Context: an optimization exercise on an open-source flow, tuned for small area. The choices shown serve that exercise and are no tape-out recipe.
In this exercise RTL edits were held to simulation tests only and were not proved equivalent to the original.
Power and IR drop assume default switching activity.

// sha256_message_digest_unit
module sha256_message_digest_unit (
    input  logic        clk,
    input  logic        rst_n,
    input  logic        in_valid,
    input  logic [7:0]  in_data_byte,
    input  logic        in_has_byte,
    input  logic        in_last,
    output logic        in_ready,
    output logic        out_valid,
    input  logic        out_ready,
    output logic [63:0] digest_bits_255_192,
    output logic [63:0] digest_bits_191_128,
    output logic [63:0] digest_bits_127_64,
    output logic [63:0] digest_bits_63_0
);
Size: roughly 1100 flip-flops.
clock: 20.0 ns
lec_check: 0
abc_area: 1
cap_margin: 20
core_margin: 2
core_utilization: 60
slew_margin: 20
standard.sh (not shown) runs the stock make flow with config.mk's settings and CLKGATE_MAP_FILE= SYNTH_SCRIPT=/design/flow/synth_recipe.tcl, a recipe that flattens the netlist after the stock synthesis.
==> flow/flow/run.sh <==
#!/bin/bash
# The standard layout (standard.sh) with three changes:
#  - synthesis maps logic with a stronger ABC area script (flow/own_synth.tcl)
#  - the clock tree uses clkbuf_4 leaf clusters and no dummy loads
#  - the port buffers are buf_1
# make's full output goes to make_finish.log; ORFS keeps each step's log under orfs/logs
set -euo pipefail
here=$(pwd)
export FLOW_SYNTH_TCL="$here/synth_recipe.tcl"
export OWN_ABC_SCRIPT="$here/flow/abc_area_strong.script"
bash standard.sh finish \
  "SYNTH_SCRIPT=$here/flow/own_synth.tcl" \
  "FLOW_SYNTH_TCL=$FLOW_SYNTH_TCL" \
  "OWN_ABC_SCRIPT=$OWN_ABC_SCRIPT" \
  'CTS_ARGS=-sink_clustering_enable -repair_clock_nets -dont_use_dummy_load -buf_list sky130_fd_sc_hd__clkbuf_4 -sink_clustering_size 10 -sink_clustering_max_diameter 50' \
  'BUFFER_PORTS_ARGS=-buffer_cell sky130_fd_sc_hd__buf_1' > make_finish.log 2>&1
==> flow/flow/abc_area_strong.script <==
strash
dch -f
map -a
mfs2
map -a
==> flow/flow/own_synth.tcl <==
# The standard synthesis (synth_recipe.tcl), with ABC's mapping script replaced by a
# stronger area script; registers are mapped before ABC runs, so they are the standard ones
proc abc {args} {
  set i [lsearch -exact $args -script]
  if { $i >= 0 } {
    set args [lreplace $args [expr { $i + 1 }] [expr { $i + 1 }] $::env(OWN_ABC_SCRIPT)]
  }
  puts "own synthesis: abc $args"
  yosys abc {*}$args
}
source $::env(FLOW_SYNTH_TCL)
Then changed:
--- a/flow/design.v
+++ b/flow/design.v
@@ -101,20 +101,22 @@
     localparam logic [2:0] S_FOLD    = 3'd3;
     localparam logic [2:0] S_EMIT    = 3'd4;
     logic [2:0] state;
     logic [8:0] ph;          
     logic [1:0] rr;          
     logic [5:0] bpos;        
     logic       armed;       
     logic       absorbed;    
     logic       closing;     
     logic       second;      
+    logic       final_blk;   
+    logic       padblk;      
     logic       ipend;       
     logic       irun;        
     logic [511:0] w;
     logic [255:0] v;
     logic [255:0] h;
     logic [63:0]  c;
     logic         ccar;
     logic [6:0]   cv;        
     logic [2:0]   cw;        
     logic [4:0] bi;
@@ -153,21 +155,21 @@
             default: tapc = c[8];
         endcase
         if (slot == 6'd63)
             len_bit = (nb >= 3'd3) ? bpos[3'(nb - 3'd3)] : 1'b0;
         else if (slot == 6'd62 && nb == 3'd0)
             len_bit = bpos[5];
         else
             len_bit = tapc;
         if (!second && slot == bpos)
             pad_bit = (nb == 3'd7);
-        else if (entry_final && slot >= 6'd56)
+        else if (final_blk && slot >= 6'd56)
             pad_bit = len_bit;
         else
             pad_bit = 1'b0;
     end
     assign pad_now = (state == S_PAD) || pad_entry;
     assign ins_en  = byte_go || pad_now;
     assign ins_bit = pad_now ? pad_bit : in_data_byte[nb];
     logic s0w, s1w, sw1, sw2, wnew;
     logic [2:0] cwn;
     assign s0w = (bi < 5'd25 ? w[472] : w[504]) ^ (bi < 5'd14 ? w[461] : w[493])
@@ -194,21 +196,21 @@
     assign {cvn[3], t1}   = x3 + w[511] + (cz && cv[3]);
     assign {cvn[4], t2}   = bs0 + mj + (cz && cv[4]);
     assign {cvn[5], anew} = t1 + t2 + (cz && cv[5]);
     assign {cvn[6], enew} = v[127] + t1 + (cz && cv[6]);
     logic hin, iv;
     logic [31:0] ivw;
     assign ivw = sha_pkg::init_h(~ph[7:5]);
     assign iv  = ivw[bi];
     assign hin = irun ? iv : (fold ? x1 : h[255]);
     logic inc_win, cin;
-    assign inc_win = round && (rr == 2'd0) && (ph[8:6] == 3'd0) && !closing;
+    assign inc_win = round && (rr == 2'd0) && (ph[8:6] == 3'd0) && !padblk;
     assign cin     = inc_win && ((ph[5:0] == 6'd9) || ((ph[5:0] > 6'd9) && ccar));
     always_ff @(posedge clk)
     begin
         w <= {w[510:0], round ? wnew : w[511]};
         if (ins_en && lane == 2'd0) w[488] <= ins_bit;
         if (ins_en && lane == 2'd1) w[504] <= ins_bit;
         if (ins_en && lane == 2'd2) w[8]   <= ins_bit;
         if (ins_en && lane == 2'd3) w[24]  <= ins_bit;
         cw <= cwn;
         v <= {v[254:0], round ? anew : hin};
@@ -224,20 +226,22 @@
         if (!rst_n)
         begin
             state     <= S_COLLECT;
             ph        <= '0;
             rr        <= '0;
             bpos      <= '0;
             armed     <= 1'b0;
             absorbed  <= 1'b0;
             closing   <= 1'b0;
             second    <= 1'b0;
+            final_blk <= 1'b0;
+            padblk    <= 1'b0;
             ipend     <= 1'b1;
             irun      <= 1'b0;
         end
         else
         begin
             ph    <= ph + 1'b1;
             armed <= byte_go;
             if (ph[7:0] == 8'hff)
             begin
                 irun  <= ipend;
@@ -245,68 +249,76 @@
             end
             unique case (state)
                 S_COLLECT:
                 begin
                     if (byte_done)
                     begin
                         bpos <= bpos + 1'b1;
                         if (in_last)
                             absorbed <= 1'b1;
                         if (bpos == 6'd63)
-                            state <= S_ROUND;
+                        begin
+                            state  <= S_ROUND;
+                            padblk <= 1'b0;
+                        end
                     end
                     else if (pad_entry)
                     begin
                         state     <= S_PAD;
                         closing   <= 1'b1;
+                        final_blk <= entry_final;
                         if (entry_final)
                             absorbed <= 1'b0;
                     end
                 end
                 S_PAD:
                 begin
                     if (ph == 9'd511)
-                        state <= S_ROUND;
+                    begin
+                        state  <= S_ROUND;
+                        padblk <= 1'b1;
+                    end
                 end
                 S_ROUND:
                 begin
                     if (ph == 9'd511)
                     begin
                         rr <= rr + 1'b1;
                         if (rr == 2'd3)
                             state <= S_FOLD;
                     end
                 end
                 S_FOLD:
                 begin
                     if (ph[7:0] == 8'hff)
                     begin
                         if (!closing)
                             state <= S_COLLECT;
-                        else if (entry_final)
+                        else if (final_blk)
                             state <= S_EMIT;
                         else
                         begin
                             state  <= S_COLLECT;
                             second <= 1'b1;
                         end
                     end
                 end
                 S_EMIT:
                 begin
                     if (out_ready)
                     begin
                         state     <= S_COLLECT;
                         ipend     <= 1'b1;
                         bpos      <= '0;
                         closing   <= 1'b0;
                         second    <= 1'b0;
+                        final_blk <= 1'b0;
                     end
                 end
                 default: state <= S_COLLECT;
             endcase
         end
     end
     always_comb
     begin
         for (int x = 0; x < 64; x++)
         begin
The new run finished clean.
Non-clock buffer count shrinks by 6.
Wire length fell by 8.1%.
Power stays flat.
Via count decreases by 1.5%.
Maximum frequency falls by 0.60%.
Sequential cell count increases by 2.
Hold slack got worse by 14 ps.
Clock skew is higher by 17 ps.

afterwards: timing with drivers on the ports:
Ports are ideal in the flow. The routed layouts listed here were re-timed in OpenROAD.
Step 1 sets driving cells, clkbuf_16 on the clock port and buf_2 on the other inputs (assumed; they add their load-dependent delay and slew).
Step 2, shift: input delay + t, output delay - t, t = (earliest + latest rising clock arrival at the registers) / 2. This alone moves slack from input paths to output paths.
a / b / c = no drivers / after step 1 / after step 2; a / b = the first two.
run	shift t [ns]	setup WS [ns]	hold WS [ns]	worst data-port slew with drivers (ns)
the first run	0.984	10.666 / 10.638 / 10.638	0.286 / 0.286 / 0.286	0.05
the second run	0.962	10.610 / 10.563 / 10.563	0.272 / 0.272 / 0.272	0.07
After both steps every run listed still meets setup and hold. The setup slack of the second run, which loses most, moves by -0.047 ns with the drivers and by -0.047 ns with both steps.
